This design comes from an exercise in tuning for small area, a short achievable clock period and few clock cycles per item on the open sky130 flow, not from production work.
In this exercise RTL edits were held to simulation tests only and were not proved equivalent to the original.

Setup of build 84:
// single_float_add_sub
module single_float_add_sub #(
  parameter int unsigned KEPT_ALIGN_BITS = 8
) (
  input  logic             clk_i,
  input  logic             rst_ni,
  input  logic             in_valid_i,
  output logic             in_stall_o,
  input  logic             mode_i,
  input  logic [31:0] a_bits_i,
  input  logic [31:0] b_bits_i,
  output logic             out_valid_o,
  input  logic             out_stall_i,
  output logic [31:0] result_bits_o,
  output logic             range_error_o
);
  logic        v1_q, v2_q, v3_q, vo_q, vk_q;
  logic        adv, take, inc, o_load, k_load;
  logic [31:0] a1_d, a1_q, b1_d, b1_q;
  logic        az1_d, az1_q, bz1_d, bz1_q;
  logic [22:0] lf_d, lf_q;
  logic [25:0] sop_d, sop_q;
  logic [7:0]  le2_d, le2_q;
  logic        cin_d, cin_q, inv_d, inv_q, sg2_d, sg2_q, z2_d, z2_q;
  logic [25:0] mag_d, mag_q;
  logic [4:0]  lz_d, lz_q;
  logic [7:0]  le3_d, le3_q;
  logic        sg3_d, sg3_q, z3_d, z3_q;
  logic [31:0] res_d, res_q, res_k;
  logic        err_d, err_q, err_k;
  sfa_stage_a u_a (
    .mode_i, .a_bits_i, .b_bits_i,
    .a_bits_o(a1_d), .b_eff_o(b1_d), .a_zero_o(az1_d), .b_zero_o(bz1_d)
  );
  sfa_stage_b #(.KeptAlignBits(KEPT_ALIGN_BITS)) u_b (
    .a_bits_i(a1_q), .b_eff_i(b1_q), .a_zero_i(az1_q), .b_zero_i(bz1_q),
    .l_frac_o(lf_d), .s_op_o(sop_d), .cin_o(cin_d), .inv_o(inv_d),
    .l_exp_o(le2_d), .sign_o(sg2_d), .zero_op_o(z2_d)
  );
  sfa_stage_c u_c (
    .l_frac_i(lf_q), .s_op_i(sop_q), .cin_i(cin_q), .inv_i(inv_q),
    .l_exp_i(le2_q), .sign_i(sg2_q), .zero_op_i(z2_q),
    .mag_o(mag_d), .lz_o(lz_d), .l_exp_o(le3_d), .sign_o(sg3_d), .zero_op_o(z3_d)
  );
  sfa_stage_d u_d (
    .mag_i(mag_q), .lz_i(lz_q), .l_exp_i(le3_q), .sign_i(sg3_q), .zero_op_i(z3_q),
    .result_bits_o(res_d), .range_error_o(err_d)
  );
  assign adv = !vk_q;
  assign in_stall_o = vk_q;
  ...
==> flow/config.mk <==
export PLATFORM = sky130hd
export DESIGN_NAME = single_float_add_sub
export DESIGN_NICKNAME = single_float_add_sub
export VERILOG_FILES = /design/flow/design.v
export SDC_FILE = /design/flow/constraint.sdc
export NUM_CORES = 4
export LEC_CHECK = 0
export CAP_MARGIN = 20
export CORE_MARGIN = 2
export CORE_UTILIZATION = 40
export SLEW_MARGIN = 20
==> flow/constraint.sdc <==
create_clock -name core_clock -period 14.0 [get_ports {clk_i}]
set_input_delay 2.8000 -clock core_clock [delete_from_list [all_inputs] [get_ports {clk_i}]]
set_output_delay 2.8000 -clock core_clock [all_outputs]
set_load 0.01 [all_outputs]
standard.sh (not shown) runs the stock make flow with config.mk's settings and CLKGATE_MAP_FILE= SYNTH_SCRIPT=/design/flow/synth_recipe.tcl, a recipe that flattens the netlist after the stock synthesis.
==> flow/flow/run.sh <==
#!/bin/bash
# The standard layout with these changes to how it is made:
# - synthesis maps with the ABC script flow/abc.script (flow/synth.tcl);
# - timing repair aims well below the clock period (setup margin 10 ns),
#   so that the achieved period is short;
# - larger clock-tree sink clusters (fewer, shallower clock buffers);
# - buf_2 cells as the port buffers;
# - denser placement.
set -euo pipefail
here="$(cd "$(dirname "${BASH_SOURCE[0]}")" && pwd)"
export FLOW_ABC_SCRIPT="$here/abc.script"
bash standard.sh SYNTH_SCRIPT="$here/synth.tcl" \
  SETUP_SLACK_MARGIN=10 \
  CTS_CLUSTER_SIZE=25 CTS_CLUSTER_DIAMETER=200 \
  "BUFFER_PORTS_ARGS=-buffer_cell sky130_fd_sc_hd__buf_2" \
  CORE_UTILIZATION=60 PLACE_DENSITY=0.75 \
  finish > make_finish.log 2>&1
==> flow/flow/abc.script <==
strash
&get -n
&dch
&nf
&put
topo
stime -c
buffer -c
upsize -c
dnsize -c
==> flow/flow/synth.tcl <==
# The standard flow's synthesis script (synth_recipe.tcl), except that ABC maps with the
# script in flow/abc.script instead of ORFS's speed or area script. Only the
# combinational mapping changes; the registers are those of the standard
# synthesis.
proc synth {args} { yosys synth -nofsm -noshare {*}$args }
proc abc {args} {
  set i [lsearch -exact $args -script]
  if {$i >= 0} { lset args [expr {$i + 1}] $::env(FLOW_ABC_SCRIPT) }
  yosys abc {*}$args
}
source $::env(SCRIPTS_DIR)/synth.tcl
# left out here: clear keep_hierarchy, flatten, clean up, hide names made inside functions, write 1_2_yosys.v
No stage failed in build 84, and the final checks on the layout all came back clean.
Testbench counts of build 84, summed over its fixed seeds: cycles 16,032, items 16,000.
--- input diff build 84..build 63 ---
diff --git a/flow/flow/run.sh b/flow/flow/run.sh
--- a/flow/flow/run.sh
+++ b/flow/flow/run.sh
@@ -4 +4 @@
-# - timing repair aims well below the clock period (setup margin 10 ns),
+# - timing repair aims well below the clock period (setup margin 9.8 ns),
@@ -13 +13 @@
-  SETUP_SLACK_MARGIN=10 \
+  SETUP_SLACK_MARGIN=9.8 \
==> flow/flow/abc.script <==
strash
dch
map -a
topo
stime -c
buffer -c
upsize -c
dnsize -c
--- outcome ---
Compare build 63 and build 84 | number of cells traversed by the worst register-to-register path higher: build 63. [build 63 vs build 84] maximum number of pins on one net before global-route repair: lower in build 63. When build 63 is measured against build 84, its share of the synthesized area in compound gates (AO/OA/AOI/OAI) turns out 1.7 points lower. Build 63 vs build 84: number of library cell types mapped by synthesis down by more than 10%. Number of global-route vias before repair of build 63 exceeds that of build 84 slightly. The initial standard-cell utilization of the core was comparable across build 63 and build 84. Build 63 against build 84: area added between synthesis and finish has decreased, non-clock buffer count has increased, final count of pins violating max slew has remained practically unchanged.
Setup changes, build 63 to build 1
diff --git a/flow/flow/run.sh b/flow/flow/run.sh
--- a/flow/flow/run.sh
+++ b/flow/flow/run.sh
@@ -4 +4 @@
-# - timing repair aims well below the clock period (setup margin 9.8 ns),
+# - timing repair aims well below the clock period (setup margin 10 ns),
@@ -13 +13 @@
-  SETUP_SLACK_MARGIN=9.8 \
+  SETUP_SLACK_MARGIN=10 \
==> results.txt <==
Via count was lower in the run labelled build 63. Build 1 — part of the cycle the worst path needs 0.20 points lower, build 63 as reference. In the tables for build 1 and build 63, filler cell count in the final layout reads lower with build 1.
Here is what was changed in the inputs of build 8 compared with build 1.
==> flow/flow/run.sh <==
#!/bin/bash
# The standard layout, with timing repair aiming well below the clock period
# (setup margin), so that the achieved period is short.
set -euo pipefail
bash standard.sh SETUP_SLACK_MARGIN=10 finish > make_finish.log 2>&1
removed: flow/flow/abc.script
removed: flow/flow/synth.tcl
Notes after the runs:
Build 8 — synthesized-area fraction occupied by ao, oa, aoi and oai cells 1.8 points higher, build 1 as reference
Between build 8 and build 1, it is build 8 whose number of cells on the critical path is higher, by 1.
Higher chip height was reported by build 8, not build 1.
Sequential share of layout area sits lower in build 8 than in build 1.
Floorplan die area for build 8: about 60% up relative to build 1
Setup changes, build 8 to build 10
==> flow/flow/run.sh <==
#!/bin/bash
# The standard layout with these changes to how it is made:
# - timing repair aims well below the clock period (setup margin 10 ns),
#   so that the achieved period is short;
# - ABC's area script in synthesis;
# - larger clock-tree sink clusters (fewer, shallower clock buffers);
# - buf_2 cells as the port buffers.
set -euo pipefail
bash standard.sh SETUP_SLACK_MARGIN=10 ABC_AREA=1 \
  CTS_CLUSTER_SIZE=25 CTS_CLUSTER_DIAMETER=200 \
  "BUFFER_PORTS_ARGS=-buffer_cell sky130_fd_sc_hd__buf_2" \
  finish > make_finish.log 2>&1
--- outcome ---
For build 8, the endpoint of the worst setup timing path was in_stall_o, unlike build 10, where it was out_valid_o. Build 10: cell count after placement about 19% above build 8. Lower synthesized cell count was reported by build 8, not build 10. Build 10 packs its core looser than build 8. Compared with build 8, build 10 improves register-to-register slack. In the tables for build 10 and build 8, worst setup slack reads lower with build 8. Final area: build 10 lower than build 8.

[afterwards: timing with drivers on the ports]
No port has a modelled driver above. Below, the same layouts with a new extraction and two added sets of constraints.
Step 1: set_driving_cell puts a clkbuf_16 on clk_i and a buf_2 on each other input, an assumption about the parent block.
Step 2, shift: input delay + t, output delay - t, t = (earliest + latest rising clock arrival at the registers) / 2. This alone moves slack from input paths to output paths.
Three values: ideal, step 1, step 2; two values: the first two.
run	t (ns)	setup WS [ns]	clock arrival spread, ns	pins driven straight from the clock port
build 84	0.518	10.044 / 10.009 / 10.032	0.016 / 0.015	1
build 63	0.530	10.091 / 10.072 / 9.664	0.025 / 0.025	1
build 1	0.528	10.118 / 10.069 / 9.664	0.026 / 0.025	1
build 8	0.595	9.988 / 9.939 / 9.507	0.015 / 0.014	1
build 10	0.546	10.049 / 9.994 / 9.959	0.021 / 0.021	1
After both steps every run listed still meets setup and hold. For build 8, which loses most, drivers alone change the setup slack by -0.049 ns; drivers and shift together by -0.481 ns.
